This design comes from an exercise in tuning for small area, a short achievable clock period and few clock cycles on the open sky130 flow, not from production work.
The RTL was checked by simulation tests, not by an equivalence proof against the original design.
Power is estimated from default activity; no workload was simulated.

===== design/flow/run.sh =====
#!/bin/bash
# synth_recipe.tcl (not shown) runs the flow's synth.tcl, then flattens the netlist and writes it again
# the make line also repeats each setting of config.mk as NAME=value (left out here)
make -C /OpenROAD-flow-scripts/flow DESIGN_CONFIG=/design/flow/config.mk WORK_HOME=/design/flow/orfs CLKGATE_MAP_FILE= SYNTH_SCRIPT=/design/flow/synth_recipe.tcl finish

===== design/flow/config.mk =====
export PLATFORM = sky130hd
export DESIGN_NAME = cqt_decoder
export DESIGN_NICKNAME = cqt_decoder
export VERILOG_FILES = /design/flow/design.v
export SDC_FILE = /design/flow/constraint.sdc
export NUM_CORES = 4
export LEC_CHECK = 0
export ABC_AREA = 1
export CAP_MARGIN = 20
export CORE_MARGIN = 2
export CORE_UTILIZATION = 50
export CTS_BUF_LIST = sky130_fd_sc_hd__clkbuf_16
export CTS_CLUSTER_DIAMETER = 80
export CTS_CLUSTER_SIZE = 30
export PLACE_DENSITY = 0.7
export SETUP_SLACK_MARGIN = 3.6
export SLEW_MARGIN = 20
export TNS_END_PERCENT = 20

===== design/flow/constraint.sdc =====
create_clock -name core_clock -period 6.0 [get_ports {clk}]
set_input_delay 1.2000 -clock core_clock [delete_from_list [all_inputs] [get_ports {clk}]]
set_output_delay 1.2000 -clock core_clock [all_outputs]
set_load 0.01 [all_outputs]

===== design/flow/design.v =====
package cqt_pkg;
    localparam int CTB_LOG2    = 6;
    localparam int MIN_CU_LOG2 = 3;
    localparam int MAX_DEPTH   = CTB_LOG2 - MIN_CU_LOG2;
    localparam int GRID        = 1 << MAX_DEPTH;
    typedef logic [9:0]  ctx_addr_t;
    typedef logic [11:0] pix_x_t;
    typedef logic [10:0] pix_y_t;
    typedef logic [5:0]  ctb_col_t;
    typedef logic [4:0]  ctb_row_t;
endpackage
`timescale 1ns/1ns
module cqt_decoder
#(
    parameter int MAX_CTB_COLS = 64   
) (
    input  logic        clk,
    input  logic        rst_n,
    input  logic        cqt_start,
    input  cqt_pkg::ctb_col_t    ctb_x,
    input  cqt_pkg::ctb_row_t    ctb_y,
    input  cqt_pkg::pix_x_t      pic_width,
    input  cqt_pkg::pix_y_t      pic_height,
    output logic        bin_req,
    output cqt_pkg::ctx_addr_t   ctx_addr,
    input  logic        bin,
    input  logic        bin_vld,
    output logic        cu_valid,
    input  logic        cu_ready,
    output cqt_pkg::pix_x_t      cu_x,
    output cqt_pkg::pix_y_t      cu_y,
    output logic [2:0]  cu_log2_size,
    output logic        busy,
    output logic        ctb_done
);
    function automatic logic [2:0] last(input logic [2:0] x, input logic [1:0] d);
        case (d)
            2'd0:    last = 3'd7;
            2'd1:    last = x | 3'd3;
            2'd2:    last = x | 3'd1;
            default: last = x;
        endcase
    endfunction
    function automatic logic fits(input logic [2:0] x, input logic [2:0] y,
                                  input logic [1:0] d,
                                  input logic [7:0] wm, input logic [7:0] hm);
        fits = wm[last(x, d)] && hm[last(y, d)];
    endfunction
    function automatic logic [7:0] therm(input logic [3:0] n);
        for (int i = 0; i < 8; i++)
            therm[i] = (4'(i) < n);
    endfunction
    function automatic logic [6:0] sib(input logic [2:0] x, input logic [2:0] y,
                                       input int k,
                                       input logic [7:0] wm, input logic [7:0] hm);
        logic [2:0] hs, pm, px, py;
        logic       xr, yb;
        hs = 3'b100 >> (k - 1);
        pm = ~((hs << 1) - 3'd1);
        px = x & pm;
        py = y & pm;
        xr = wm[px | hs];
        yb = hm[py | hs];
        sib = '0;
        case ({|(y & hs), |(x & hs)})
            2'b00: begin
                if (xr)      sib = {1'b1, px | hs, py};
                else if (yb) sib = {1'b1, px, py | hs};
            end
            2'b01: if (yb) sib = {1'b1, px, py | hs};
            2'b10: if (xr) sib = {1'b1, px | hs, py | hs};
            default: ;
        endcase
    endfunction
    function automatic logic [1:0] inc2(input logic [1:0] a);
        inc2 = {a[1] ^ a[0], !a[0]};
    endfunction
    function automatic logic [1:0] dec2(input logic [1:0] a);
        dec2 = {a[1] ^ !a[0], !a[0]};
    endfunction
    function automatic logic [5:0] zidx(input logic [2:0] x, input logic [2:0] y);
        zidx = {y[2], x[2], y[1], x[1], y[0], x[0]};
    endfunction
    logic        busy_q;
    logic        done_q;
    logic        start;
    logic [7:1]  wm_q, hm_q;      
    logic [5:0]  sel_q;           
    logic        byp_q;           
    logic        s0_q;
    logic [3:0]  s1_q;            
    logic [15:0] s2_q;            
    logic [6:0]  lb_q;            
    logic [6:0]  ab_q;            
    logic [4:0]  shreg [MAX_CTB_COLS];
    logic        req_q;           
    logic        wait_q;          
    logic [2:0]  fx_q, fy_q;      
    logic [1:0]  fd_q;
    logic        sv_q;            
    logic [2:0]  sx_q, sy_q;
    logic [1:0]  sd_q;
    logic        c1_q, c0_q;      
    logic [2:0]  ux_q, uy_q;      
    logic        uend_q;          
    logic        ov_q;            
    logic [2:0]  ox_q, oy_q;
    logic [2:0]  osz_q;           
    assign start = cqt_start && !busy_q;
    logic [7:0] wm, hm;       
    logic [7:0] wmf, hmf;     
    assign wm  = {wm_q, 1'b1};
    assign hm  = {hm_q, 1'b1};
    assign wmf = {1'b0, wm[7:1]};
    assign hmf = {1'b0, hm[7:1]};
    logic       xfull, yfull;     
    logic [7:0] wm_in, hm_in;
    logic [6:0] cols_in;
    logic       lav, aav;
    assign xfull   = (ctb_x != pic_width[11:6]);
    assign yfull   = (ctb_y != pic_height[10:6]);
    always_comb
        for (int i = 0; i < 8; i++) begin
            wm_in[i] = xfull || (3'(i) < pic_width[5:3]);
            hm_in[i] = yfull || (3'(i) < pic_height[5:3]);
        end
    assign cols_in = {1'b0, pic_width[11:6]} + 7'(pic_width[5:3] != 3'd0);
    logic fresh_q;
    always_ff @(posedge clk)
        if (!rst_n)
            fresh_q <= 1'b1;
        else if (done_q)
            fresh_q <= 1'b0;
    assign lav     = !fresh_q;
    assign aav     = !fresh_q;
    function automatic logic [1:0] nb_ctx(input logic [2:0] x, input logic [2:0] y,
                                          input logic [1:0] d,
                                          input logic [3:0] s1, input logic [15:0] s2,
                                          input logic [6:0] lb, input logic [6:0] ab,
                                          input logic la, input logic aa);
        logic cl, ca;
        logic [2:0] ux, uy;
        ux = {dec2(x[2:1]), 1'b0};
        uy = {dec2(y[2:1]), 1'b0};
        if (x == 3'd0) begin
            case (d)
                2'd0:    cl = lb[0];
                2'd1:    cl = y[2] ? lb[2] : lb[1];
                default: cl = lb[6:3] >> y[2:1];
            endcase
            cl = cl && la;
        end else begin
            case (d)
                2'd1:    cl = y[2] ? s1[2] : s1[0];
                default: cl = s2[{y[2], ux[2], y[1], ux[1]}];
            endcase
        end
        if (y == 3'd0) begin
            case (d)
                2'd0:    ca = ab[0];
                2'd1:    ca = x[2] ? ab[2] : ab[1];
                default: ca = ab[6:3] >> x[2:1];
            endcase
            ca = ca && aa;
        end else begin
            case (d)
                2'd1:    ca = x[2] ? s1[1] : s1[0];
                default: ca = s2[{uy[2], x[2], uy[1], x[1]}];
            endcase
        end
        nb_ctx = {cl, ca};
    endfunction
    logic [1:0] d0_in;
    logic       has0_in;
    logic       k0, k1, k2;
    logic       c1_0, c1_1, c1_2, c0_0, c0_1, c0_2;
    logic       c1_in, c0_in;
    always_comb begin
        has0_in = wm_in[1] && hm_in[1];
        k0 = xfull && yfull;
        k1 = !k0 && wm_in[3] && hm_in[3];
        k2 = !k0 && !(wm_in[3] && hm_in[3]);
        d0_in = {k2, k1};
        c1_0 = lav && aav && lb_q[0] && ab_q[0];
        c1_1 = lav && aav && lb_q[1] && ab_q[1];
        c1_2 = lav && aav && lb_q[3] && ab_q[3];
        c0_0 = (lav && lb_q[0]) ^ (aav && ab_q[0]);
        c0_1 = (lav && lb_q[1]) ^ (aav && ab_q[1]);
        c0_2 = (lav && lb_q[3]) ^ (aav && ab_q[3]);
        c1_in = (k0 && c1_0) || (k1 && c1_1) || (k2 && c1_2);
        c0_in = (k0 && c0_0) || (k1 && c0_1) || (k2 && c0_2);
    end
    logic [6:0] fs1, fs2;
    logic       nsv;
    logic [2:0] nsx, nsy;
    logic [1:0] nsd;
    always_comb begin
        fs1 = sib(fx_q, fy_q, 1, wmf, hmf);
        fs2 = sib(fx_q, fy_q, 2, wmf, hmf);
        nsv = 1'b0;
        nsx = fs1[5:3];
        nsy = fs1[2:0];
        nsd = 2'd1;
        if (fd_q == 2'd2 && fs2[6]) begin
            nsv = 1'b1;
            nsx = fs2[5:3];
            nsy = fs2[2:0];
            nsd = 2'd2;
        end else if (fd_q != 2'd0 && fs1[6]) begin
            nsv = 1'b1;
            nsd = fits(nsx, nsy, 2'd1, wm, hm) ? 2'd1 : 2'd2;
        end
    end
    always_ff @(posedge clk) begin
        sv_q <= nsv;
        sx_q <= nsx;
        sy_q <= nsy;
        sd_q <= nsd;
    end
    logic [1:0] ctx_s;      
    logic [1:0] ctx_s1;     
    logic [1:0] ctx_c;      
    always_comb begin
        if (!sd_q[1])
            ctx_s = {sx_q[2] ? s1_q[{sy_q[2], 1'b0}] : (lav && (sy_q[2] ? lb_q[2] : lb_q[1])),
                     sy_q[2] ? s1_q[{1'b0, sx_q[2]}] : (aav && (sx_q[2] ? ab_q[2] : ab_q[1]))};
        else
            ctx_s = nb_ctx(sx_q, sy_q, 2'd2, s1_q, s2_q, lb_q, ab_q, lav, aav);
        ctx_s1 = ctx_s | {sd_q == 2'd2 && sy_q == fy_q && fx_q[2:1] != 2'd3 && sx_q[2:1] == inc2(fx_q[2:1]),
                          sd_q == 2'd2 && sx_q == fx_q && fy_q[2:1] != 2'd3 && sy_q[2:1] == inc2(fy_q[2:1])};
        if (fd_q == 2'd0)
            ctx_c = {lav && lb_q[1], aav && ab_q[1]};
        else
            ctx_c = {fx_q[2] ? s2_q[fy_q[2] ? 9 : 1] : (lav && (fy_q[2] ? lb_q[5] : lb_q[3])),
                     fy_q[2] ? s2_q[fx_q[2] ? 6 : 2] : (aav && (fx_q[2] ? ab_q[5] : ab_q[3]))};
    end
    logic ans;
    logic down;
    assign ans  = wait_q && bin_vld;
    assign down = bin && fd_q != 2'd2;
    always_ff @(posedge clk) begin
        if (!rst_n) begin
            req_q  <= 1'b0;
            wait_q <= 1'b0;
        end else if (start) begin
            req_q  <= has0_in;
            wait_q <= 1'b0;
        end else if (req_q) begin
            req_q  <= 1'b0;
            wait_q <= 1'b1;
        end else if (ans) begin
            wait_q <= 1'b0;
            req_q  <= down || sv_q;
        end
    end
    always_ff @(posedge clk) begin
        if (start) begin
            fx_q <= 3'd0;
            fy_q <= 3'd0;
            fd_q <= d0_in;
            {c1_q, c0_q} <= {c1_in, c0_in};
        end else if (ans) begin
            if (down) begin
                fd_q <= inc2(fd_q);
                {c1_q, c0_q} <= {&ctx_c, ^ctx_c};
            end else begin
                fx_q <= sx_q;
                fy_q <= sy_q;
                fd_q <= sd_q;
                if (bin)
                    {c1_q, c0_q} <= {&ctx_s1, ^ctx_s1};
                else
                    {c1_q, c0_q} <= {&ctx_s, ^ctx_s};
            end
        end
    end
    always_ff @(posedge clk) begin
        if (start) begin
            s0_q <= 1'b0;
            s1_q <= '0;
            s2_q <= '0;
        end else if (ans && bin) begin
            case (fd_q)
                2'd0: s0_q <= 1'b1;
                2'd1: s1_q[{fy_q[2], fx_q[2]}] <= 1'b1;
                default: s2_q[{fy_q[2], fx_q[2], fy_q[1], fx_q[1]}] <= 1'b1;
            endcase
        end
    end
    assign bin_req  = req_q;
    assign ctx_addr = {7'd0, 1'b1, c1_q, c0_q};
    logic       fw_idle;
    logic [1:0] leaf_d;       
    logic [6:0] cs1, cs2, cs3;
    logic       known;
    logic       at_pend;
    logic       cu_ok;
    logic [1:0] cu_d;
    logic       nv;           
    logic [2:0] nx, ny;
    assign fw_idle = !req_q && !wait_q;
    logic        sp0;
    logic [3:0]  sp1;
    logic [15:0] sp2;
    always_comb begin
        sp0 = s0_q || !(wm[7] && hm[7]);
        for (int q = 0; q < 4; q++)
            sp1[q] = s1_q[q] || !(wm[4 * (q % 2) + 3] && hm[4 * (q / 2) + 3]);
        for (int b = 0; b < 16; b++)
            sp2[b] = s2_q[b] || !(wm[4 * ((b / 4) % 2) + 2 * (b % 2) + 1] &&
                                  hm[4 * (b / 8) + 2 * ((b / 2) % 2) + 1]);
    end
    always_comb begin
        if (!sp0)
            leaf_d = 2'd0;
        else if (!sp1[{uy_q[2], ux_q[2]}])
            leaf_d = 2'd1;
        else if (!sp2[{uy_q[2], ux_q[2], uy_q[1], ux_q[1]}])
            leaf_d = 2'd2;
        else
            leaf_d = 2'd3;
        at_pend = (ux_q == fx_q) && (uy_q == fy_q);
        known   = fw_idle || !at_pend;
        cu_ok   = !uend_q && (known || (ans && (!bin || fd_q == 2'd2)));
        if (known)
            cu_d = leaf_d;
        else
            cu_d = bin ? 2'd3 : fd_q;
        cs1 = sib(ux_q, uy_q, 1, wm, hm);
        cs2 = sib(ux_q, uy_q, 2, wm, hm);
        cs3 = sib(ux_q, uy_q, 3, wm, hm);
        if (cu_d == 2'd3 && cs3[6])
            {nv, nx, ny} = cs3;
        else if (cu_d >= 2'd2 && cs2[6])
            {nv, nx, ny} = cs2;
        else if (cu_d >= 2'd1 && cs1[6])
            {nv, nx, ny} = cs1;
        else
            {nv, nx, ny} = 7'd0;
    end
    logic take;
    assign take = !ov_q || cu_ready;
    always_ff @(posedge clk) begin
        if (!rst_n) begin
            ov_q <= 1'b0;
        end else if (start) begin
            ov_q <= 1'b0;
        end else if (busy_q && take) begin
            ov_q <= cu_ok;
        end
    end
    always_ff @(posedge clk) begin
        if (start) begin
            ux_q   <= 3'd0;
            uy_q   <= 3'd0;
            uend_q <= 1'b0;
        end else if (busy_q && take && cu_ok) begin
            ox_q   <= ux_q;
            oy_q   <= uy_q;
            osz_q  <= {!(cu_d[1] && cu_d[0]), !(cu_d[1] ^ cu_d[0]), cu_d[0]};   
            ux_q   <= nx;
            uy_q   <= ny;
            uend_q <= !nv;
        end
    end
    assign cu_valid     = ov_q;
    logic [5:0] cx_q;
    logic [4:0] cy_q;
    always_ff @(posedge clk) begin
        cx_q <= ctb_x;
        cy_q <= ctb_y;
    end
    assign cu_x         = {cx_q, ox_q, 3'b000};
    assign cu_y         = {cy_q, oy_q, 3'b000};
    assign cu_log2_size = osz_q;
    always_ff @(posedge clk) begin
        if (!rst_n) begin
            busy_q <= 1'b0;
            done_q <= 1'b0;
        end else if (start) begin
            busy_q <= 1'b1;
            done_q <= 1'b0;
        end else if (done_q) begin
            busy_q <= 1'b0;
            done_q <= 1'b0;
        end else begin
            done_q <= busy_q && uend_q && take;
        end
    end
    assign busy     = busy_q;
    assign ctb_done = done_q;
    logic lastc_q, lastr_q, row0_q;
    always_ff @(posedge clk) begin
        lastc_q <= (pic_width[5:3] != 3'd0) ? !xfull : (ctb_x + 6'd1 == pic_width[11:6]);
        lastr_q <= (pic_height[5:3] != 3'd0) ? !yfull : (ctb_y + 5'd1 == pic_height[10:6]);
        row0_q  <= (ctb_y == '0);
        wm_q  <= wm_in[7:1];
        hm_q  <= hm_in[7:1];
        sel_q <= 6'(cols_in - 7'd2);
        byp_q <= (cols_in == 7'd1);
    end
    logic       full;
    logic [6:0] bot;       
    logic [4:0] bot_enc;
    logic [6:0] tap_dec;
    assign full = wm[7] && hm[7];
    assign bot  = {s2_q[15], s2_q[14], s2_q[11], s2_q[10],
                   s1_q[3] || !full,
                   s1_q[2] || !(wm[3] && hm[7]),
                   s0_q || !full};
    function automatic logic [4:0] enc(input logic [6:0] t);
        if (t[1] && t[2]) enc = {1'b1, t[3], t[4], t[5], t[6]};
        else if (t[1])    enc = {3'b001, t[3], t[4]};
        else if (t[2])    enc = {3'b010, t[5], t[6]};
        else              enc = {4'b0000, t[0]};
    endfunction
    function automatic logic [6:0] dec(input logic [4:0] e);
        if (e[4])                 dec = {e[0], e[1], e[2], e[3], 3'b111};
        else if (e[3:2] == 2'b01) dec = {2'b00, e[0], e[1], 3'b011};
        else if (e[3:2] == 2'b10) dec = {e[0], e[1], 2'b00, 3'b101};
        else                      dec = {6'd0, e[0]};
    endfunction
    assign bot_enc = enc(bot);
    logic [7:0] ins;
    always_comb
        for (int m = 0; m < 8; m++)
            ins[m] = (sel_q[5:3] == 3'(7 - m));
    assign tap_dec = dec(shreg[{3'd7, sel_q[2:0]}]);
    always_ff @(posedge clk) begin
        if (done_q) begin
            lb_q <= lastc_q ? 7'd0 : {s2_q[15], s2_q[13], s2_q[7], s2_q[5], s1_q[3], s1_q[1], s0_q};
            if ((row0_q && !lastc_q) || (lastc_q && lastr_q))
                ab_q <= 7'd0;
            else
                ab_q <= byp_q ? bot : tap_dec;
        end
    end
    always_ff @(posedge clk) begin
        if (done_q) begin
            for (int i = 0; i < MAX_CTB_COLS; i++)
                shreg[i] <= (i % 8 == 0 && (i == 0 || ins[i / 8])) ? bot_enc : shreg[(i + MAX_CTB_COLS - 1) % MAX_CTB_COLS];
        end
    end
endmodule

==> flow_metrics.tcl, run 1 <==
set metrics [dict create \
    grt_antenna_before_repair 1 \
    worst-endpoint-required_ns 4.80 \
    most_used_dff_post_synth "sky130_fd_sc_hd__edfxtp_1" \
    layout_min_cycle_time_ns 2.60 \
    timing.critical_path.slowest_stage_cell "sky130_fd_sc_hd__clkdlybuf4s50_1" \
    power_leakage_nw 7.08 \
    layout.cells.non_filler 1880 \
    via_per_inst 5.28 \
    crit_type "reg -> out" \
    max-cap-violations 0 \
    cp_num_buf_inv 1 \
    ir_worst_vdd_mv 0.227 \
    yosys.cell_types.count 49 \
    timing.final.setup_violations 0 \
    p_seq_frac 0.587 \
    detailed_place.area_um2 17500 \
    layout.cell_area.non_filler_um2 19000 \
    drc 0 \
    floorplan.io_pins 80 \
    timing.critical_path.cells "clkdlybuf4s50_1" \
    layout-drive-gt1-share 0.150 \
    numPortBuffers 59 \
    clock_transition_at_the_registers_of_the_reported_paths_ns 0.10 \
    slowest_delay_ns 0.53 \
    postSynthCellCount 1311 \
    clock-root-buffer "sky130_fd_sc_hd__clkbuf_16" \
    tritoncts_clock_tree "built" \
    r2r_cells 16 \
    antenna_violating_nets_post_route 0 \
    worstSetupStartpointType "register" \
    fraction_of_power_consumed_by_the_clock_network 0.270 \
    gp_routability_congestion 0.891 \
    r2r-end "c0_q" \
    dp.final_hpwl_um 21200 \
    core_region_area_um2 32500 \
    yosys_register_bits 427 \
    initial_core_util 0.507 \
    routed-via-count 9921 \
    whs_endpoint "shreg[39][1]" \
    worst-r2r-setup-slack_ns 3.59 \
    cts-root-to-sink-buffers 3 \
    tritoncts_sinks 427 \
    clock_insertion_delay_worst_skew_ns 0.55 \
    finalSetupTns_ns 0 \
    grt_start_max_net_pins 84 \
    grt_pass1_vias 9211 \
    relSlewSlack 0.431 \
    yosys_warnings 2 \
    firstDrtPassIters 5 \
    width_of_the_die_um 185 \
    outcome "no timing/DRC/antenna violations" \
    final.fill_count 2525 \
    worst-path-stages 1 \
    postSynth.asyncResetShare 0 \
    postLayoutCoreUtil 0.585 \
    numCtsBuffers 20 \
    hold_viol_final 0 \
    crit_path_max_fanout 1 \
    critical_path.top_delay_family "buffers and inverters" \
    power_switching_w 0.00153 \
    grt_setup_unrepaired "true" \
    die_y_um 185 \
    syn2layout_area_growth_pct 15.4 \
    crit_arrival_ns 1.40 \
    holdCritStartpoint "shreg[38][1]" \
    ctsHtreeMaxLevel 1 \
    dpl.cell_count 1794 \
    final.period_utilization 0.434 \
    drt_iter0_markers 909 \
    avgRoutedWirePerCell_um 17.6 \
    worstMarginPinSlew_ns 0.853 \
    final_skew_ns 0.0226 \
    timing.rr.start "sx_q[1]" \
    synth-seq-area-share 0.731 \
    grt_remaining_overflow 0 \
    first_pass_grt_wire_length_um 49800 \
    hold_path_class "reg -> reg" \
    die_area_um2 34400 \
    final.setup.worst_slack_ns 3.40 \
    layout.nets 1487 \
    internal_power_w 0.00430 \
    routed_wirelength_um 33100 \
    netlist_area_before_placement_um2 16400 \
    slew_viol_final 0 \
    postSynthAreaPerCell_um2 12.5 \
    power_per_cell_area_nw_per_um2 307 \
    worst_case_setup_slack_after_placement_ns 2.32 \
    number_of_instances_on_the_worst_hold_path 0 \
    power_frac_comb 0.144 \
    power.switching_fraction 0.262 \
    grt_util_all_layers 0.189 \
    post_cts_hold_buffer_count 0 \
    crit_path_end_kind "output port" \
    maxClockFrequency_mhz 384 \
    synth-edff-count 347 \
    core.rowCount 66 \
]
## power groups by stage
| stage | Combinational (W) | Clock [W] | Sequential, W |
|---|---|---|---|
| floorplan | 0.000484 | 0 | 0.00347 |
| global placement | 0.000646 | 0 | 0.00349 |
| detailed placement | 0.000663 | 0 | 0.00349 |
| CTS | 0.000741 | 0.00162 | 0.00342 |
| global route | 0.000923 | 0.00171 | 0.00343 |
| finish | 0.000836 | 0.00157 | 0.00342 |
## cell usage after synthesis (all sizes together) (2+ instances only)
master	n	area (um2)
a22oi	5	37.5
o41ai	3	26.3
xor2	22	193
o22ai	9	56.3
edfxtp	347	10400
ha	25	313
o211ai	5	37.5
xnor2	13	114
o31ai	2	15.0
buf	27	191
inv	143	539
dfxtp	80	1600
nand2	217	840
clkinv	4	15.0
nor4	4	25.0
o21ai	110	558
nor2	97	384
a211oi	2	15.0
nand3b	4	30.0
a31oi	10	62.6
a21oi	66	334
nand3	59	318
nor3	24	125
nand4	14	87.6
nor3b	2	20.0
conb	2	7.51
clkbuf	9	33.8
## state kept, by name (all words and copies together), names as in the netlist, 2 cells and up
name and flops:
ab_q 7, cx_q 6, cy_q 5, fd_q 2, fx_q 2, fy_q 2
hm_q 7, lb_q 7, osz_q 3, ox_q 3, oy_q 3, s1_q 4
s2_q 16, sd_q 2, sel_q 6, shreg 320, sx_q 2, sy_q 2
ux_q 3, uy_q 3, wm_q 7
## layout make-up
class                           instances  area, um2  share of cell area
Multi-Input combinational cell        713       4040               0.213
Antenna cell                            2       5.00            0.000264
Timing Repair Buffer                  113       1030              0.0545
Inverter                              147        608              0.0320
Sequential cell                       427      12100               0.637
Clock inverter                         16        150             0.00791
Clock buffer                           20        500              0.0264
Tap cell                              442        553              0.0291
## per-stage QoR
step	hold WS (ns)	total power, W
finish	0.423	0.00582
global route	0.432	0.00607
CTS	0.425	0.00578
detailed placement	0.405	0.00415
global placement	0.400	0.00413
floorplan	0.400	0.00395
## layer usage
layer  global-route usage  share of wire  vias to the layer above
li1                     -              -                     4765
met1                0.269           0.46                     4831
met2                0.303           0.47                      275
met3               0.0248          0.048                       50
met4               0.0663          0.029                        0
met5                    0              0                        -
## how the worst max path moves through the flow
stage	slack [ns]	startpoint	end
2_1_floorplan	2.26	done_q	ctb_done
3_3_place_gp	2.31	cqt_start	c1_q
3_5_place_dp	2.32	cqt_start	c1_q
4_1_cts	3.34	busy_q	busy
5_1_grt	3.35	c1_q	ctx_addr[1]
6_report	3.40	oy_q[0]	cu_y[3]
## logic make-up after synthesis
kind of cell,after synthesis,synth area share
AOI/OAI and AO/OA,216,0.0715
xor gates and xnor gates,35,0.0186
adders and majority gates,25,0.0190
buffers and inverters,183,0.0474
DFF,427,0.731
other,2,0.000457
and+or+nand+nor,423,0.112
## cells in the final DEF (no fill, tap or decap), types with 12 or more instances in the layout
master	n
sky130_fd_sc_hd__a21oi_1	65
sky130_fd_sc_hd__buf_4	44
sky130_fd_sc_hd__clkbuf_16	20
sky130_fd_sc_hd__clkdlybuf4s50_1	17
sky130_fd_sc_hd__conb_1	14
sky130_fd_sc_hd__dfxtp_1	56
sky130_fd_sc_hd__dfxtp_4	13
sky130_fd_sc_hd__dlygate4sd2_1	19
sky130_fd_sc_hd__dlymetal6s2s_1	15
sky130_fd_sc_hd__edfxtp_1	347
sky130_fd_sc_hd__ha_1	20
sky130_fd_sc_hd__inv_1	126
sky130_fd_sc_hd__inv_2	16
sky130_fd_sc_hd__nand2_1	199
sky130_fd_sc_hd__nand3_1	51
sky130_fd_sc_hd__nand4_1	14
sky130_fd_sc_hd__nor2_1	81
sky130_fd_sc_hd__nor3_1	18
sky130_fd_sc_hd__o21ai_0	89
sky130_fd_sc_hd__o21ai_1	12
sky130_fd_sc_hd__xor2_1	16
## repair_timing
| action | 4_1_cts | 5_1_grt |
|---|---|---|
| buffers inserted | 28 | 20 |
| setup endpoints to repair | 208 | 84 |
| gates cloned | 0 | 0 |
| resized for setup | 104 | 102 |
| pin swaps | 16 | 40 |
Testbench counts, summed over its fixed seeds: cycles 32,788.
==> inputs of run 2 (changes only) <==
--- a/design/flow/config.mk
+++ b/design/flow/config.mk
@@ -15,4 +15,4 @@
 export PLACE_DENSITY = 0.7
 export SETUP_SLACK_MARGIN = 3.6
 export SLEW_MARGIN = 20
-export TNS_END_PERCENT = 20
+export TNS_END_PERCENT = 5
==> flow_metrics.tcl, run 2 <==
set metrics [dict create \
    outcome "no timing/DRC/antenna violations" \
    cp_num_buf_inv 1 \
    dp.final_hpwl_um 21200 \
    via_per_inst 5.29 \
    avgRoutedWirePerCell_um 17.5 \
    final.fill_count 2535 \
    grt_antenna_before_repair 1 \
    crit_path_max_fanout 3 \
    power_per_cell_area_nw_per_um2 307 \
    max-cap-violations 0 \
    finalSetupTns_ns 0 \
    ctsHtreeMaxLevel 1 \
    firstDrtPassIters 5 \
    grt_remaining_overflow 0 \
    tritoncts_clock_tree "built" \
    drt_iter0_markers 859 \
    worst-endpoint-required_ns 4.80 \
    layout_min_cycle_time_ns 2.64 \
    final_skew_ns 0.0211 \
    clock-root-buffer "sky130_fd_sc_hd__clkbuf_16" \
    postSynth.asyncResetShare 0 \
    report.power.total_w 0.00581 \
    tritoncts_sinks 427 \
    relSlewSlack 0.436 \
    synth_area_leader_cell "sky130_fd_sc_hd__edfxtp_1" \
    grt_pass1_vias 9213 \
    timing.critical_path.cells "clkdlybuf4s50_1" \
    largest-register "shreg" \
    timing.critical_path.slowest_stage_cell "sky130_fd_sc_hd__clkdlybuf4s50_1" \
    synth_commonest_cells "347 x sky130_fd_sc_hd__edfxtp_1, 209 x sky130_fd_sc_hd__nand2_1, 133 x sky130_fd_sc_hd__inv_1" \
    initial_core_util 0.507 \
    postSynthCellCount 1311 \
    layout-drive-gt1-share 0.144 \
    maxClockFrequency_mhz 379 \
    yosysMostFrequentCell "sky130_fd_sc_hd__edfxtp_1" \
    numCtsBuffers 20 \
    yosys_warnings 2 \
    netlist_top_cells_area "sky130_fd_sc_hd__edfxtp_1 63%, sky130_fd_sc_hd__dfxtp_1 9.7%, sky130_fd_sc_hd__nand2_1 4.8%" \
    critical_path.top_delay_family "buffers and inverters" \
    floorplan.io_pins 80 \
    layout.cells.most_common "sky130_fd_sc_hd__edfxtp_1" \
    grt_setup_unrepaired "true" \
    syn2layout_area_growth_pct 15.0 \
    core_region_area_um2 32500 \
    hold_path_class "reg -> reg" \
    power_leakage_nw 7.00 \
    worstSetupStartpointType "register" \
    core.rowCount 66 \
    gp_routability_congestion 0.891 \
    postSynthAreaPerCell_um2 12.5 \
    drc 0 \
    worst_hold_slack_ns 0.423 \
    first_pass_grt_wire_length_um 49700 \
    numPortBuffers 59 \
    final.period_utilization 0.440 \
    crit_path_end_kind "output port" \
    layout.nets 1486 \
    width_of_the_die_um 185 \
    cts-root-to-sink-buffers 3 \
    hold_viol_final 0 \
    worstMarginPinSlew_ns 0.847 \
    crit_arrival_ns 1.44 \
    synth-seq-area-share 0.731 \
    routed-via-count 9931 \
    largest_reg_flops 320 \
    die_area_um2 34400 \
    slew_viol_final 0 \
    crit_type "reg -> out" \
    synth_top_area_share 0.634 \
    synth-edff-count 347 \
    clock_transition_at_the_registers_of_the_reported_paths_ns 0.10 \
    die_y_um 185 \
    yosys_register_bits 427 \
    grt_start_max_net_pins 84 \
    routed_wirelength_um 33000 \
    clock_insertion_delay_worst_skew_ns 0.55 \
    antenna_violating_nets_post_route 0 \
    most_used_dff_post_synth "sky130_fd_sc_hd__edfxtp_1" \
    slowest_delay_ns 0.55 \
    yosys.cell_types.count 49 \
    netlist_area_before_placement_um2 16400 \
    ir_worst_vdd_mv 0.226 \
    timing.final.setup_violations 0 \
    grt_util_all_layers 0.189 \
    biggest_regs "shreg (320), s2_q (16)" \
    layout.cells.most_common_list "347 x sky130_fd_sc_hd__edfxtp_1, 199 x sky130_fd_sc_hd__nand2_1, 127 x sky130_fd_sc_hd__inv_1" \
]
-- run 2: power by group --
group	switching [W]	internal [W]
combinational	0.000512	0.000315
sequential	0.0000912	0.00333
clock	0.000918	0.000652
-- run 2: cell families after synthesis --
logic type,share of synthesized area
xor+xnor,0.0186
buf+inv,0.0474
compound gates,0.0715
flops,0.731
other cells,0.000457
simple gates,0.112
fa+ha+maj,0.0190
-- run 2: layer usage --
layer  vias to the layer above  GRT usage  wire, um
met2                       297      0.303     15400
li1                       4767          -         -
met1                      4813      0.268     14800
met4                         0     0.0660      1010
met3                        54     0.0252      1710
met5                         -          0         0
-- run 2: worst paths after layout --
path | startpoint | to | slack [ns] | cells past startpoint
max | busy_q | busy | 3.36 | 1
min reg2reg | shreg[38][1] | shreg[39][1] | 0.42 | 0
min | shreg[38][1] | shreg[39][1] | 0.42 | 0
max reg2reg | ux_q[1] | uy_q[2] | 3.61 | 19
-- run 2: per-stage QoR --
stage / setup WS [ns] / utilization / instances / cell area, um2
2_1_floorplan: 2.26 / - / 1323 / 16500
3_3_place_gp: 2.31 / 0.538 / 1794 / 17500
3_5_place_dp: 2.32 / 0.538 / 1794 / 17500
4_1_cts: 3.34 / 0.570 / 1858 / 18500
5_1_grt: 3.33 / 0.583 / 1877 / 18900
6_report: 3.36 / 0.583 / 1879 / 18900
-- run 2: timing repair --
item | in CTS | in global routing
setup buffers | 28 | 19
setup endpoints to repair | 208 | 159
pin swaps | 16 | 36
hold buffers | 0 | 0
gates resized for setup | 101 | 79
-- run 2: cell type report --
class	count	area, um2	share of cell area
tap	442	553	0.0292
timing repair buffer	112	1010	0.0534
clock buffer	20	500	0.0265
antenna	2	5.00	0.000265
sequential	427	12100	0.639
clock inverter	16	150	0.00794
inverter	147	608	0.0321
multi-input combinational	713	4000	0.212
==> inputs of run 3 (changes only) <==
--- a/design/flow/config.mk
+++ b/design/flow/config.mk
@@ -10,9 +10,8 @@
 export CORE_MARGIN = 2
 export CORE_UTILIZATION = 50
 export CTS_BUF_LIST = sky130_fd_sc_hd__clkbuf_16
-export CTS_CLUSTER_DIAMETER = 80
-export CTS_CLUSTER_SIZE = 30
+export CTS_CLUSTER_DIAMETER = 60
+export CTS_CLUSTER_SIZE = 24
 export PLACE_DENSITY = 0.7
 export SETUP_SLACK_MARGIN = 3.6
 export SLEW_MARGIN = 20
-export TNS_END_PERCENT = 5
==> flow_metrics.tcl, run 3 <==
set metrics [dict create \
    netlist_area_before_placement_um2 16400 \
    grt_pass1_vias 9395 \
    grt_antenna_before_repair 2 \
    postSynth.asyncResetShare 0 \
    drt_iter0_markers 1007 \
    postSynthCellCount 1311 \
    power_frac_comb 0.128 \
    grt_remaining_overflow 0 \
    initial_core_util 0.507 \
    diodes 0 \
    synth_top_area_share 0.634 \
    synth-seq-area-share 0.731 \
    power.switching_fraction 0.267 \
    crit_path_max_fanout 2 \
    width_of_the_die_um 185 \
    via_per_inst 5.26 \
    cts-root-to-sink-buffers 3 \
    slew_viol_final 0 \
    ir_worst_vdd_mv 0.304 \
    postSynthAreaPerCell_um2 12.5 \
    timing.final.setup_violations 0 \
    tritoncts_sinks 427 \
    crit_type "reg -> out" \
    clock-root-buffer "sky130_fd_sc_hd__clkbuf_16" \
    first_pass_grt_wire_length_um 52200 \
    core.rowCount 66 \
    crit_arrival_ns 1.16 \
    outcome "no timing/DRC/antenna violations" \
    max-cap-violations 0 \
    synth_commonest_cells "347 x sky130_fd_sc_hd__edfxtp_1, 209 x sky130_fd_sc_hd__nand2_1, 133 x sky130_fd_sc_hd__inv_1" \
    power_leakage_nw 7.11 \
    timing.critical_path.slowest_stage_cell "sky130_fd_sc_hd__dfxtp_4" \
    layout-drive-gt1-share 0.171 \
    layout.nets 1490 \
    dp.final_hpwl_um 21800 \
    power_per_cell_area_nw_per_um2 328 \
    die_y_um 185 \
    biggest_regs "shreg (320), s2_q (16)" \
    register_area_um2 12100 \
    final.fill_count 2526 \
    grt_setup_unrepaired "true" \
    final_skew_ns 0.0374 \
    p_seq_frac 0.543 \
    largest-register "shreg" \
    hold_viol_final 0 \
    antenna_violating_nets_post_route 0 \
    ctsHtreeMaxLevel 1 \
    slowest_delay_ns 0.36 \
    routed_wirelength_um 33900 \
    firstDrtPassIters 5 \
    worst-endpoint-required_ns 4.80 \
    most_used_dff_post_synth "sky130_fd_sc_hd__edfxtp_1" \
    layout_min_cycle_time_ns 2.36 \
    synth-edff-count 347 \
    crit_path_end_kind "output port" \
    avgRoutedWirePerCell_um 17.9 \
    die_area_um2 34400 \
    syn2layout_area_growth_pct 16.5 \
    final.period_utilization 0.393 \
    fraction_of_power_consumed_by_the_clock_network 0.329 \
    floorplan.io_pins 80 \
    core_region_area_um2 32500 \
    power_switching_w 0.00168 \
    hold_path_class "reg -> reg" \
    internal_power_w 0.00461 \
    layout.cells.most_common "sky130_fd_sc_hd__edfxtp_1" \
    synth_area_leader_cell "sky130_fd_sc_hd__edfxtp_1" \
    largest_reg_flops 320 \
    relSlewSlack 0.500 \
    finalSetupTns_ns 0 \
    numPortBuffers 59 \
    maxClockFrequency_mhz 424 \
    report.power.total_w 0.00629 \
    timing.critical_path.cells "buf_12 -> buf_6" \
    yosys_warnings 2 \
    clock_transition_at_the_registers_of_the_reported_paths_ns 0.09 \
    multi_input_area_um2 4060 \
    yosys_register_bits 427 \
    netlist_top_cells_area "sky130_fd_sc_hd__edfxtp_1 63%, sky130_fd_sc_hd__dfxtp_1 9.7%, sky130_fd_sc_hd__nand2_1 4.8%" \
    yosys.cell_types.count 49 \
    grt_start_max_net_pins 136 \
    tritoncts_clock_tree "built" \
    numCtsBuffers 29 \
    layout.cells.most_common_list "347 x sky130_fd_sc_hd__edfxtp_1, 198 x sky130_fd_sc_hd__nand2_1, 124 x sky130_fd_sc_hd__inv_1" \
    routed-via-count 9938 \
    yosysMostFrequentCell "sky130_fd_sc_hd__edfxtp_1" \
    worstSetupStartpointType "register" \
    grt_util_all_layers 0.200 \
    gp_routability_congestion 0.910 \
    drc 0 \
    clock_insertion_delay_worst_skew_ns 0.59 \
    worstMarginPinSlew_ns 0.750 \
]
## run 3: cell types whose count changed in the layout (fill, tap and decap cells not counted), sizes merged
| cell | previous run | this run |
|---|---|---|
| buf | 54 | 56 |
| clkdlybuf4s50 | 25 | 7 |
| diode | 2 | 0 |
| clkbuf | 21 | 43 |
| inv | 147 | 155 |
| clkdlybuf4s15 | 3 | 5 |
| dlygate4sd2 | 22 | 19 |
| dlymetal6s2s | 7 | 5 |
## run 3: cells by family (layout without fill, tap and decap cells)
logic type / count (synthesis) / count (layout) / share of synthesized area
XOR/XNOR: 35 / 35 / 0.0186
buffers and inverters: 183 / 306 / 0.0474
AO/OA/AOI/OAI: 216 / 216 / 0.0715
other: 2 / 14 / 0.000457
adder cells (fa/ha/maj): 25 / 25 / 0.0190
flip-flops: 427 / 427 / 0.731
AND/OR/NAND/NOR: 423 / 423 / 0.112
## run 3: worst paths after layout
check | startpoint | endpoint | slack [ns] | cells past startpoint
worst max-delay path | done_q | ctb_done | 3.64 | 2
worst min-delay path | shreg[43][2] | shreg[44][2] | 0.41 | 0
worst max register to register | uy_q[1] | ux_q[2] | 3.66 | 20
worst min register to register | shreg[43][2] | shreg[44][2] | 0.41 | 0
## run 3: timing repair
item	4_1_cts	5_1_grt
gates cloned	1	0
buffers inserted	25	18
endpoints found under the setup margin	168	54
hold endpoints to repair	0	0
hold buffers	0	0
resized for setup	156	101
pin swaps	15	34
## run 3: power by group through the flow
stage | sequential, W | clock (W) | combinational (W)
3_5_place_dp | 0.00349 | 0 | 0.000680
6_report | 0.00342 | 0.00207 | 0.000804
4_1_cts | 0.00341 | 0.00211 | 0.000742
3_3_place_gp | 0.00348 | 0 | 0.000663
2_1_floorplan | 0.00347 | 0 | 0.000492
5_1_grt | 0.00343 | 0.00222 | 0.000891
## run 3: stage by stage
step | util | instances | setup slack [ns] | hold WS [ns] | area (um2)
floorplan | - | 1323 | 2.26 | 0.400 | 16600
global placement | 0.540 | 1792 | 2.35 | 0.402 | 17500
detailed placement | 0.540 | 1792 | 2.24 | 0.405 | 17500
CTS | 0.582 | 1870 | 3.57 | 0.407 | 18900
global route | 0.590 | 1888 | 3.49 | 0.425 | 19200
finish | 0.590 | 1888 | 3.64 | 0.411 | 19200
## run 3: worst max-delay path, delay by kind of cell (launching register included)
family / cells / cell delay, ns
DFF: 1 / 0.36
buffers and inverters: 2 / 0.25
## run 3: final cells by class
cell class / count / share of cell area
Timing Repair inverter: 1 / 0.000261
Tap cell: 442 / 0.0289
Clock inverter: 23 / 0.0136
Timing Repair Buffer: 106 / 0.0458
Multi-Input combinational cell: 713 / 0.212
Sequential cell: 427 / 0.631
Clock buffer: 29 / 0.0379
Inverter: 147 / 0.0307
## run 3: metal layers
layer,global-route usage,wire length (um)
met3,0.0295,1900
met4,0.0527,782
met5,0,13
met2,0.304,15200
met1,0.301,16000
==> inputs of run 4 (changes only) <==
--- a/design/flow/config.mk
+++ b/design/flow/config.mk
@@ -10,8 +10,9 @@
 export CORE_MARGIN = 2
 export CORE_UTILIZATION = 50
 export CTS_BUF_LIST = sky130_fd_sc_hd__clkbuf_16
-export CTS_CLUSTER_DIAMETER = 60
-export CTS_CLUSTER_SIZE = 24
+export CTS_CLUSTER_DIAMETER = 80
+export CTS_CLUSTER_SIZE = 30
+export GPL_ROUTABILITY_DRIVEN = 0
 export PLACE_DENSITY = 0.7
 export SETUP_SLACK_MARGIN = 3.6
 export SLEW_MARGIN = 20
==> flow_metrics.tcl, run 4 <==
set metrics [dict create \
    width_of_the_die_um 185 \
    final.period_utilization 0.409 \
    initial_core_util 0.507 \
    antenna_violating_nets_post_route 0 \
    dp.final_hpwl_um 21300 \
    tritoncts_sinks 427 \
    synth-simple-area-share 0.112 \
    ir_worst_vdd_mv 0.242 \
    number_of_instances_on_the_worst_hold_path 0 \
    final.fill_count 2531 \
    diodes 0 \
    worstMarginPinSlew_ns 0.764 \
    most_used_dff_post_synth "sky130_fd_sc_hd__edfxtp_1" \
    grt_pass1_vias 9239 \
    routed-via-count 9822 \
    postSynthAreaPerCell_um2 12.5 \
    routed_wirelength_um 32700 \
    layout.nets 1479 \
    via_per_inst 5.25 \
    dpl.cell_count 1791 \
    grt_antenna_before_repair 1 \
    slew_viol_final 0 \
    yosysMostFrequentCell "sky130_fd_sc_hd__edfxtp_1" \
    whs_endpoint "shreg[22][3]" \
    layout.cells.non_filler 1870 \
    relSlewSlack 0.491 \
    slowest_delay_ns 0.31 \
    crit_path_end_kind "register" \
    layout.cells.most_common "sky130_fd_sc_hd__edfxtp_1" \
    tritoncts_clock_tree "built" \
    largest_family_of_logic_cells_by_synthesized_area "simple AND/OR/NAND/NOR gates" \
    avgRoutedWirePerCell_um 17.5 \
    timing.rr.start "uy_q[2]" \
    clock_transition_at_the_registers_of_the_reported_paths_ns 0.11 \
    holdCritStartpoint "shreg[21][3]" \
    hold_viol_final 0 \
    synth_commonest_cells "347 x sky130_fd_sc_hd__edfxtp_1, 209 x sky130_fd_sc_hd__nand2_1, 133 x sky130_fd_sc_hd__inv_1" \
    floorplan.io_pins 80 \
    core_region_area_um2 32500 \
    critical_path.top_delay_family "simple AND/OR/NAND/NOR gates" \
    synth_top_area_share 0.634 \
    synth_area_leader_cell "sky130_fd_sc_hd__edfxtp_1" \
    crit_path_max_fanout 3 \
    global_route.usage.met3 0.0305 \
    drt_iter0_markers 977 \
    timing.critical_path.cells "dlygate4sd2_1 -> xnor2_2 -> nand2_1 -> nor3_2 -> nand2_2 -> nor2_2 -> inv_1 -> nand2_4 -> nor2_2 -> nand2_1 -> nand3b_1 -> nand2_1 -> inv_1" \
    global_route.peak_usage_layer "met2" \
    crit_arrival_ns 2.75 \
    clock-root-buffer "sky130_fd_sc_hd__clkbuf_16" \
    clock_insertion_delay_worst_skew_ns 0.55 \
    max-cap-violations 0 \
    crit_type "in -> reg" \
    yosys.cell_types.count 49 \
    die_area_um2 34400 \
    power_leakage_nw 6.97 \
    met1_usage 0.279 \
    yosys_register_bits 427 \
    met2_capacity_usage_during_global_routing 0.294 \
    synth-edff-count 347 \
    post_synth_xor_area_fraction 0.0186 \
    synth-seq-area-share 0.731 \
    layout.cells.most_common_list "347 x sky130_fd_sc_hd__edfxtp_1, 197 x sky130_fd_sc_hd__nand2_1, 128 x sky130_fd_sc_hd__inv_1" \
    largest-register "shreg" \
    maxClockFrequency_mhz 408 \
    hold_path_class "reg -> reg" \
    core.rowCount 66 \
    post_cts_hold_buffer_count 0 \
    die_y_um 185 \
    outcome "no timing/DRC/antenna violations" \
    report.power.total_w 0.00586 \
    worst-path-stages 13 \
    numPortBuffers 59 \
    drc 0 \
    cts-root-to-sink-buffers 3 \
    synth_compound_area_frac 0.0715 \
    netlist_top_cells_area "sky130_fd_sc_hd__edfxtp_1 63%, sky130_fd_sc_hd__dfxtp_1 9.7%, sky130_fd_sc_hd__nand2_1 4.8%" \
    synth_mux_area_frac 0 \
    firstDrtPassIters 5 \
    layout-drive-gt1-share 0.139 \
    timing.critical_path.slowest_stage_cell "sky130_fd_sc_hd__dlygate4sd2_1" \
    ctsHtreeMaxLevel 1 \
    timing.final.setup_violations 0 \
    biggest_regs "shreg (320), s2_q (16)" \
    worstSetupStartpointType "input port" \
    r2r_cells 17 \
    grt_remaining_overflow 0 \
    final_skew_ns 0.0255 \
    numCtsBuffers 20 \
    yosys_warnings 2 \
    cp_num_buf_inv 3 \
    worst-r2r-setup-slack_ns 3.56 \
    power_per_cell_area_nw_per_um2 310 \
    r2r-end "ux_q[2]" \
    syn2layout_area_growth_pct 14.7 \
    grt_start_max_net_pins 198 \
    critical_path.most_common_cell "sky130_fd_sc_hd__nand2_1" \
    postSynth.asyncResetShare 0 \
    first_pass_grt_wire_length_um 49900 \
    postSynthCellCount 1311 \
    grt_setup_unrepaired "true" \
    grt_util_all_layers 0.189 \
    layout_min_cycle_time_ns 2.45 \
    synth_adder_area_share 0.0190 \
    largest_reg_flops 320 \
    netlist_area_before_placement_um2 16400 \
    finalSetupTns_ns 0 \
    worst-endpoint-required_ns 6.29 \
]
## run 4: cell counts after synthesis
Identical to the previous run, type by type.
## run 4: layout make-up
class                           instances  area (um2)  area share
Sequential cell                       427       12100       0.640
Clock inverter                         15         144     0.00763
Clock buffer                           21         526      0.0279
Tap cell                              442         553      0.0293
Multi-Input combinational cell        713        4010       0.213
Timing Repair Buffer                  105         966      0.0512
Inverter                              147         583      0.0309
## run 4: worst max path at each step
| stage | slack [ns] | to | from |
|---|---|---|---|
| 2_1_floorplan | 2.26 | ctb_done | done_q |
| 3_3_place_gp | 2.31 | c1_q | cqt_start |
| 3_5_place_dp | 2.28 | c1_q | cqt_start |
| 4_1_cts | 3.51 | c0_q | pic_height[6] |
| 5_1_grt | 3.41 | c0_q | ctb_x[4] |
| 6_report | 3.55 | c0_q | ctb_x[4] |
## run 4: power by group
group / internal (W) / leakage (nW) / switching (W)
registers: 0.00333 / 3.80 / 0.0000899
clock network: 0.000718 / 0.353 / 0.000922
logic: 0.000293 / 2.81 / 0.000508
## run 4: stage by stage
| step | hold slack [ns] | utilization | worst slack, ns | instance area [um2] |
|---|---|---|---|---|
| after global placement | 0.402 | 0.540 | 2.31 | 17500 |
| after CTS | 0.420 | 0.571 | 3.51 | 18500 |
| after floorplan | 0.400 | - | 2.26 | 16600 |
| final | 0.417 | 0.581 | 3.55 | 18900 |
| after detailed placement | 0.405 | 0.540 | 2.28 | 17500 |
| after global routing | 0.429 | 0.581 | 3.41 | 18900 |
## run 4: metal layers
layer,wire [um],up-vias
met1,15100,4697
met5,13,-
li1,-,4746
met2,14700,323
met3,2190,54
met4,704,2
## run 4: worst register-to-register path, cell delays in order (launching register included)
cell and delay [ns]:
sky130_fd_sc_hd__dfxtp_2 0.48, sky130_fd_sc_hd__inv_2 0.12, sky130_fd_sc_hd__nand2_1 0.08, sky130_fd_sc_hd__nor2_1 0.06, sky130_fd_sc_hd__nor4_1 0.30, sky130_fd_sc_hd__nand4_1 0.12
sky130_fd_sc_hd__nand2_1 0.09, sky130_fd_sc_hd__nand2_1 0.07, sky130_fd_sc_hd__nand2_2 0.09, sky130_fd_sc_hd__inv_2 0.06, sky130_fd_sc_hd__ha_4 0.18, sky130_fd_sc_hd__nand3_4 0.10
sky130_fd_sc_hd__inv_2 0.05, sky130_fd_sc_hd__nor2_4 0.18, sky130_fd_sc_hd__nand2_4 0.09, sky130_fd_sc_hd__nor2_4 0.12, sky130_fd_sc_hd__nand2_2 0.05, sky130_fd_sc_hd__a21oi_2 0.12
## run 4: logic make-up (layout without fill, tap and decap cells)
family	after synthesis	after routing
buffers and inverters	183	288
and+or+nand+nor	423	423
other	2	14
adders and majority gates	25	25
AOI/OAI and AO/OA	216	216
xor gates and xnor gates	35	35
DFF	427	427
## run 4: what timing repair did
item | in CTS | in global routing
pin swaps | 12 | 27
setup buffers | 27 | 15
setup endpoints to repair | 279 | 160
cloned | 0 | 1
gates resized for setup | 117 | 80
endpoints found under the hold margin | 0 | 0
==> inputs of run 5 (changes only) <==
--- a/design/flow/config.mk
+++ b/design/flow/config.mk
@@ -8,11 +8,10 @@
 export ABC_AREA = 1
 export CAP_MARGIN = 20
 export CORE_MARGIN = 2
-export CORE_UTILIZATION = 50
+export CORE_UTILIZATION = 55
 export CTS_BUF_LIST = sky130_fd_sc_hd__clkbuf_16
 export CTS_CLUSTER_DIAMETER = 80
 export CTS_CLUSTER_SIZE = 30
-export GPL_ROUTABILITY_DRIVEN = 0
-export PLACE_DENSITY = 0.7
+export PLACE_DENSITY = 0.8
 export SETUP_SLACK_MARGIN = 3.6
 export SLEW_MARGIN = 20
==> flow_metrics.tcl, run 5 <==
set metrics [dict create \
    internal_power_w 0.00431 \
    crit_arrival_ns 2.72 \
    initial_core_util 0.556 \
    clock-root-buffer "sky130_fd_sc_hd__clkbuf_16" \
    power_leakage_nw 6.88 \
    tritoncts_clock_tree "built" \
    clock_transition_at_the_registers_of_the_reported_paths_ns 0.11 \
    fraction_of_power_consumed_by_the_clock_network 0.274 \
    worst-endpoint-required_ns 6.31 \
    timing.critical_path.cells "clkdlybuf4s50_1 -> xor2_2 -> nor3_2 -> nand2_2 -> nand2_2 -> nor2_1 -> nand2_1 -> nand2_1 -> nand3b_1 -> nand2_1 -> inv_1" \
    routed-via-count 10100 \
    ctsHtreeMaxLevel 1 \
    netlist_area_before_placement_um2 16400 \
    timing.critical_path.slowest_stage_cell "sky130_fd_sc_hd__clkdlybuf4s50_1" \
    dp.final_hpwl_um 22000 \
    synth_area_leader_cell "sky130_fd_sc_hd__edfxtp_1" \
    synth_top_area_share 0.634 \
    synth-simple-area-share 0.112 \
    power.switching_fraction 0.259 \
    synth_mux_area_frac 0 \
    largest_family_of_logic_cells_by_synthesized_area "simple AND/OR/NAND/NOR gates" \
    firstDrtPassIters 6 \
    hold_viol_final 0 \
    maxClockFrequency_mhz 415 \
    die_y_um 177 \
    finalSetupTns_ns 0 \
    final.period_utilization 0.402 \
    die_area_um2 31300 \
    detailed_place.area_um2 17500 \
    postSynthCellCount 1311 \
    width_of_the_die_um 177 \
    core.rowCount 63 \
    power_per_cell_area_nw_per_um2 311 \
    avgRoutedWirePerCell_um 18.6 \
    yosys_register_bits 427 \
    slew_viol_final 0 \
    worstSetupStartpointType "input port" \
    power_switching_w 0.00151 \
    grt_remaining_overflow 0 \
    clock_insertion_delay_worst_skew_ns 0.55 \
    via_per_inst 5.57 \
    p_seq_frac 0.588 \
    biggest_regs "shreg (320), s2_q (16)" \
    routed_wirelength_um 33800 \
    layout.cell_area.non_filler_um2 18700 \
    cts-root-to-sink-buffers 3 \
    layout_min_cycle_time_ns 2.41 \
    largest_reg_flops 320 \
    gp_routability_congestion 0.941 \
    layout-drive-gt1-share 0.142 \
    timing.final.setup_violations 0 \
    grt_pass1_vias 9341 \
    synth-edff-count 347 \
    slowest_delay_ns 0.45 \
    crit_path_end_kind "register" \
    post_synth_xor_area_fraction 0.0186 \
    yosysMostFrequentCell "sky130_fd_sc_hd__edfxtp_1" \
    crit_type "in -> reg" \
    floorplan.io_pins 80 \
    postSynth.asyncResetShare 0 \
    crit_path_max_fanout 5 \
    tritoncts_sinks 427 \
    outcome "no timing/DRC/antenna violations" \
    max-cap-violations 0 \
    synth-seq-area-share 0.731 \
    layout.cells.most_common_list "347 x sky130_fd_sc_hd__edfxtp_1, 198 x sky130_fd_sc_hd__nand2_1, 128 x sky130_fd_sc_hd__inv_1" \
    first_pass_grt_wire_length_um 51600 \
    grt_setup_unrepaired "true" \
    yosys.cell_types.count 49 \
    numPortBuffers 59 \
    final.fill_count 2181 \
    antenna_violating_nets_post_route 0 \
    synth_adder_area_share 0.0190 \
    cp_num_buf_inv 2 \
    critical_path.top_delay_family "simple AND/OR/NAND/NOR gates" \
    critical_path.most_common_cell "sky130_fd_sc_hd__nand2_1" \
    grt_util_all_layers 0.215 \
    hold_path_class "reg -> reg" \
    grt_antenna_before_repair 0 \
    power_frac_comb 0.138 \
    syn2layout_area_growth_pct 13.6 \
    synth_commonest_cells "347 x sky130_fd_sc_hd__edfxtp_1, 209 x sky130_fd_sc_hd__nand2_1, 133 x sky130_fd_sc_hd__inv_1" \
    netlist_top_cells_area "sky130_fd_sc_hd__edfxtp_1 63%, sky130_fd_sc_hd__dfxtp_1 9.7%, sky130_fd_sc_hd__nand2_1 4.8%" \
    postSynthAreaPerCell_um2 12.5 \
    drc 0 \
    relSlewSlack 0.473 \
    numCtsBuffers 20 \
    layout.nets 1475 \
    core_region_area_um2 29600 \
    final_skew_ns 0.0347 \
    most_used_dff_post_synth "sky130_fd_sc_hd__edfxtp_1" \
    layout.cells.most_common "sky130_fd_sc_hd__edfxtp_1" \
    synth_compound_area_frac 0.0715 \
    yosys_warnings 2 \
    largest-register "shreg" \
    grt_start_max_net_pins 165 \
    worstMarginPinSlew_ns 0.791 \
    drt_iter0_markers 1110 \
    ir_worst_vdd_mv 0.337 \
]
run 5: cell counts after synthesis:
Identical to the previous run, type by type.
run 5: metal layers:
metal | vias up | track usage | wire, um
met4 | 0 | 0.0506 | 706
met2 | 421 | 0.336 | 15500
met1 | 4887 | 0.327 | 15300
met3 | 58 | 0.0251 | 2400
met5 | - | 0 | 0
li1 | 4745 | - | -
run 5: stage by stage:
stage / hold slack [ns] / worst slack (ns) / power (W) / utilization / std cells
final: 0.420 / 3.59 / 0.00582 / 0.632 / 1815
after global placement: 0.401 / 2.26 / 0.00415 / 0.591 / 1741
after detailed placement: 0.405 / 2.22 / 0.00417 / 0.591 / 1741
after floorplan: 0.400 / 2.26 / 0.00396 / - / 1323
after CTS: 0.420 / 3.59 / 0.00579 / 0.626 / 1805
after global routing: 0.432 / 3.47 / 0.00604 / 0.632 / 1814
run 5: layout make-up:
cell class | instances | area [um2] | area share
inverters | 147 | 576 | 0.0308
diodes | 1 | 2.50 | 0.000134
clock inverters | 16 | 155 | 0.00830
well taps | 390 | 488 | 0.0261
multi-input cells | 713 | 4010 | 0.215
flip-flops and latches | 427 | 12100 | 0.646
clock buffers | 20 | 500 | 0.0268
repair buffers | 101 | 875 | 0.0468
run 5: worst paths after layout:
check / cells after the start / start / slack, ns / to
max: 11 / pic_height[6] / 3.59 / c0_q
min: 0 / shreg[50][3] / 0.42 / shreg[51][3]
min reg2reg: 0 / shreg[50][3] / 0.42 / shreg[51][3]
max reg2reg: 18 / uy_q[1] / 3.62 / ux_q[2]
run 5: logic make-up after synthesis:
group           after synthesis
compound gates              216
xor+xnor                     35
fa+ha+maj                    25
buf+inv                     183
flops                       427
other cells                   2
simple gates                423
run 5: worst reg2reg max path: cells and delay by family (launching register included):
family,cells,cell delay [ns]
AO/OA/AOI/OAI,4,0.53
adder cells (fa/ha/maj),1,0.18
flip-flops,1,0.40
buffers and inverters,3,0.18
AND/OR/NAND/NOR,10,1.03
run 5: what timing repair did:
action,CTS,global route
hold buffers,0,0
resized for setup,140,69
pin swaps,24,25
setup buffers,28,9
endpoints found under the setup margin,149,47
hold endpoints to repair,0,0
run 5: power groups by stage:
stage                     sequential (W)  combinational, W  clock [W]
final                            0.00342          0.000803    0.00160
after global routing             0.00343          0.000890    0.00172
after CTS                        0.00342          0.000747    0.00163
after detailed placement         0.00348          0.000692          0
after global placement           0.00348          0.000670          0
after floorplan                  0.00347          0.000492          0
==> inputs of run 6 (changes only) <==
--- a/design/flow/design.v
+++ b/design/flow/design.v
@@ -292,6 +292,7 @@
     logic       fw_idle;
     logic [1:0] leaf_d;       
     logic [6:0] cs1, cs2, cs3;
+    logic [6:0] n1, n2, n3;
     logic       known;
     logic       at_pend;
     logic       cu_ok;
@@ -329,14 +330,15 @@
         cs1 = sib(ux_q, uy_q, 1, wm, hm);
         cs2 = sib(ux_q, uy_q, 2, wm, hm);
         cs3 = sib(ux_q, uy_q, 3, wm, hm);
-        if (cu_d == 2'd3 && cs3[6])
-            {nv, nx, ny} = cs3;
-        else if (cu_d >= 2'd2 && cs2[6])
-            {nv, nx, ny} = cs2;
-        else if (cu_d >= 2'd1 && cs1[6])
-            {nv, nx, ny} = cs1;
-        else
-            {nv, nx, ny} = 7'd0;
+        n1 = cs1;
+        n2 = cs2[6] ? cs2 : cs1;
+        n3 = cs3[6] ? cs3 : n2;
+        case (cu_d)
+            2'd0:    {nv, nx, ny} = 7'd0;
+            2'd1:    {nv, nx, ny} = n1;
+            2'd2:    {nv, nx, ny} = n2;
+            default: {nv, nx, ny} = n3;
+        endcase
     end
     logic take;
     assign take = !ov_q || cu_ready;
--- a/design/flow/config.mk
+++ b/design/flow/config.mk
@@ -8,10 +8,10 @@
 export ABC_AREA = 1
 export CAP_MARGIN = 20
 export CORE_MARGIN = 2
-export CORE_UTILIZATION = 55
+export CORE_UTILIZATION = 50
 export CTS_BUF_LIST = sky130_fd_sc_hd__clkbuf_16
 export CTS_CLUSTER_DIAMETER = 80
 export CTS_CLUSTER_SIZE = 30
-export PLACE_DENSITY = 0.8
+export PLACE_DENSITY = 0.7
 export SETUP_SLACK_MARGIN = 3.6
 export SLEW_MARGIN = 20
==> flow_metrics.tcl, run 6 <==
set metrics [dict create \
    outcome "no timing/DRC/antenna violations" \
    wl_met1_um 16200 \
    routed-via-count 10100 \
    power_per_cell_area_nw_per_um2 303 \
    synth_area_leader_cell "sky130_fd_sc_hd__edfxtp_1" \
    yosys_warnings 2 \
    power_frac_comb 0.143 \
    layout.cell_area.non_filler_um2 19100 \
    first_pass_grt_wire_length_um 50100 \
    postSynthCellCount 1328 \
    power_leakage_nw 7.05 \
    clock-root-buffer "sky130_fd_sc_hd__clkbuf_16" \
    final.period_utilization 0.409 \
    layout.cells.most_common_list "347 x sky130_fd_sc_hd__edfxtp_1, 183 x sky130_fd_sc_hd__nand2_1, 121 x sky130_fd_sc_hd__inv_1" \
    final.fill_count 2605 \
    hold_viol_final 0 \
    layout.cells.most_common "sky130_fd_sc_hd__edfxtp_1" \
    numPortBuffers 59 \
    crit_path_end_kind "register" \
    power.switching_fraction 0.259 \
    firstDrtPassIters 6 \
    clock_transition_at_the_registers_of_the_reported_paths_ns 0.11 \
    cts-root-to-sink-buffers 3 \
    worst-endpoint-required_ns 6.47 \
    via_per_inst 5.32 \
    number_of_instances_on_the_worst_hold_path 0 \
    r2r-end "uy_q[1]" \
    synth-edff-count 347 \
    clock_insertion_delay_worst_skew_ns 0.55 \
    tritoncts_clock_tree "built" \
    die_area_um2 34600 \
    postSynth.asyncResetShare 0 \
    top_layer_used "met4" \
    worst-r2r-setup-slack_ns 3.54 \
    biggest_regs "shreg (320), s2_q (16)" \
    tritoncts_sinks 427 \
    crit_arrival_ns 2.93 \
    report.power.total_w 0.00579 \
    slew_viol_final 0 \
    yosys.cell_types.count 47 \
    grt_start_max_net_pins 84 \
    power_switching_w 0.00150 \
    fraction_of_power_consumed_by_the_clock_network 0.263 \
    drt_iter0_markers 774 \
    worst_setup_path_startpoint "uy_q[1]" \
    layout.cells.non_filler 1893 \
    relSlewSlack 0.432 \
    layout_min_cycle_time_ns 2.46 \
    hold_path_class "reg -> reg" \
    numCtsBuffers 19 \
    ctsHtreeMaxLevel 1 \
    floorplan.io_pins 80 \
    postSynthAreaPerCell_um2 12.5 \
    crit_path_max_fanout 8 \
    worstMarginPinSlew_ns 0.843 \
    width_of_the_die_um 186 \
    timing.final.setup_violations 0 \
    worst_hold_slack_ns 0.403 \
    layout-drive-gt1-share 0.154 \
    layout.nets 1504 \
    synth_commonest_cells "347 x sky130_fd_sc_hd__edfxtp_1, 202 x sky130_fd_sc_hd__nand2_1, 129 x sky130_fd_sc_hd__inv_1" \
    avgRoutedWirePerCell_um 17.6 \
    grt_pass1_vias 9273 \
    grt_antenna_before_repair 0 \
    ir_worst_vdd_mv 0.185 \
    max-cap-violations 0 \
    core.rowCount 66 \
    p_seq_frac 0.594 \
    largest-register "shreg" \
    yosysMostFrequentCell "sky130_fd_sc_hd__edfxtp_1" \
    detailroute.wirelength.met3_um 1970 \
    timing.rr.start "uy_q[1]" \
    core_region_area_um2 32500 \
    netlist_area_before_placement_um2 16600 \
    most_used_dff_post_synth "sky130_fd_sc_hd__edfxtp_1" \
    die_y_um 186 \
    synth-seq-area-share 0.726 \
    endpoint "uy_q[1]" \
    worstSetupStartpointType "register" \
    gp_routability_congestion 0.882 \
    drc 0 \
    final_skew_ns 0.0336 \
    total_length_of_routed_met2_wires_um 14500 \
    routed_wirelength_um 33400 \
    r2r_cells 16 \
    maxClockFrequency_mhz 407 \
    dpl.cell_count 1805 \
    syn2layout_area_growth_pct 15.4 \
    largest_reg_flops 320 \
    initial_core_util 0.509 \
    crit_type "reg -> reg" \
    dp.final_hpwl_um 21100 \
    grt_remaining_overflow 0 \
    antenna_violating_nets_post_route 0 \
    detailed_place.area_um2 17600 \
    synth_top_area_share 0.629 \
    finalSetupTns_ns 0 \
    grt_util_all_layers 0.189 \
    netlist_top_cells_area "sky130_fd_sc_hd__edfxtp_1 63%, sky130_fd_sc_hd__dfxtp_1 9.7%, sky130_fd_sc_hd__nand2_1 4.6%" \
    internal_power_w 0.00429 \
    yosys_register_bits 427 \
    grt_setup_unrepaired "true" \
]
run 6: timing repair:
action                     in CTS  in global routing
pin swaps                      28                 38
buffers inserted               38                 14
resized for setup             145                101
setup endpoints to repair     304                117
hold endpoints to repair        0                  0
hold buffers                    0                  0
cloned                          0                  1
run 6: how the worst min path moves through the flow:
stage / from / to / slack [ns]
after global routing: shreg[21][1] / shreg[22][1] / 0.41
after global placement: shreg[30][4] / shreg[31][4] / 0.40
after CTS: shreg[21][1] / shreg[22][1] / 0.41
after floorplan: shreg[9][0] / shreg[10][0] / 0.40
final: shreg[21][1] / shreg[22][1] / 0.40
after detailed placement: shreg[11][3] / shreg[12][3] / 0.40
run 6: per-layer routing:
| metal | vias to the layer above | global-route usage |
|---|---|---|
| li1 | 4839 | - |
| met1 | 4882 | 0.290 |
| met2 | 301 | 0.282 |
| met3 | 46 | 0.0270 |
| met4 | 0 | 0.0501 |
| met5 | - | 0 |
run 6: stage by stage:
step | setup WS (ns) | utilization
detailed placement | 2.50 | 0.541
global placement | 2.43 | 0.540
finish | 3.54 | 0.587
CTS | 3.54 | 0.576
floorplan | 2.26 | -
global route | 3.37 | 0.587
run 6: kinds of logic (layout without fill, tap and decap cells):
kind of cell               count (synthesis)  count (layout)  share of synthesized area
and+or+nand+nor                          439             439                      0.115
other                                      2              15                   0.000454
adders and majority gates                 27              27                     0.0204
buffers and inverters                    174             284                     0.0472
xor gates and xnor gates                  34              34                     0.0180
DFF                                      427             427                      0.726
AOI/OAI and AO/OA                        225             225                     0.0726
run 6: worst max-delay path: stages (launching register included):
cell,delay (ns)
sky130_fd_sc_hd__dfxtp_4,0.40
sky130_fd_sc_hd__clkinvlp_4,0.20
sky130_fd_sc_hd__o21ai_4,0.23
sky130_fd_sc_hd__o21ai_2,0.07
sky130_fd_sc_hd__o21ai_1,0.12
sky130_fd_sc_hd__nand2_1,0.08
sky130_fd_sc_hd__nor2_2,0.12
sky130_fd_sc_hd__nand2_2,0.10
sky130_fd_sc_hd__a21oi_4,0.17
sky130_fd_sc_hd__ha_4,0.22
sky130_fd_sc_hd__inv_2,0.05
sky130_fd_sc_hd__nor2_2,0.03
sky130_fd_sc_hd__nand4_1,0.10
sky130_fd_sc_hd__nand4_4,0.16
sky130_fd_sc_hd__inv_4,0.13
sky130_fd_sc_hd__nand2_2,0.06
sky130_fd_sc_hd__a21oi_2,0.12
run 6: layout make-up:
cell class                 instances  area, um2  area share
timing repair buffer             118       1080      0.0564
sequential                       427      12100       0.632
clock buffer                      20        500      0.0262
antenna                            1       2.50    0.000131
tap                              442        553      0.0290
multi-input combinational        739       4270       0.223
inverter                         132        528      0.0276
clock inverter                    14       96.3     0.00504
run 6: power groups by stage:
stage	Clock, W	Combinational, W	Sequential, W
global placement	0	0.000645	0.00350
detailed placement	0	0.000663	0.00351
CTS	0.00157	0.000747	0.00343
finish	0.00152	0.000829	0.00343
global route	0.00166	0.000916	0.00345
floorplan	0	0.000474	0.00349
Testbench counts of run 6, summed over its fixed seeds: cycles 32,788.

## static timing again, ports no longer ideal
No port has a modelled driver above. Below, the same layouts with a new extraction and two added sets of constraints.
Step 1 (the two cells are an assumption about what drives the block):
set clk [get_ports {clk}]
set_driving_cell -lib_cell sky130_fd_sc_hd__clkbuf_16 $clk
set_driving_cell -lib_cell sky130_fd_sc_hd__buf_2 [delete_from_list [all_inputs] $clk]
Step 2 adds t to the input delays and takes it off the output delays; t is the mean of the earliest and latest rising clock arrival at the registers after step 1. Input paths then give back, and output paths get back, about the clock's delay inside the block.
a / b / c = no drivers / after step 1 / after step 2; a / b = the first two.
run | shift t [ns] | setup WS [ns] | hold slack, ns | cell pins on the clock port's net
run 1 | 0.582 | 3.397 / 3.350 / 3.007 | 0.423 / 0.423 / 0.423 | 1
run 2 | 0.583 | 3.358 / 3.310 / 2.900 | 0.423 / 0.423 / 0.423 | 1
run 3 | 0.621 | 3.639 / 3.589 / 3.053 | 0.411 / 0.411 / 0.411 | 1
run 4 | 0.581 | 3.549 / 3.564 / 2.998 | 0.417 / 0.417 / 0.417 | 1
run 5 | 0.583 | 3.590 / 3.598 / 3.031 | 0.420 / 0.420 / 0.420 | 1
run 6 | 0.585 | 3.544 / 3.544 / 2.995 | 0.403 / 0.403 / 0.403 | 1
After both steps every run listed still meets setup and hold. The setup slack of run 3, which loses most, moves by -0.050 ns with the drivers and by -0.586 ns with both steps.
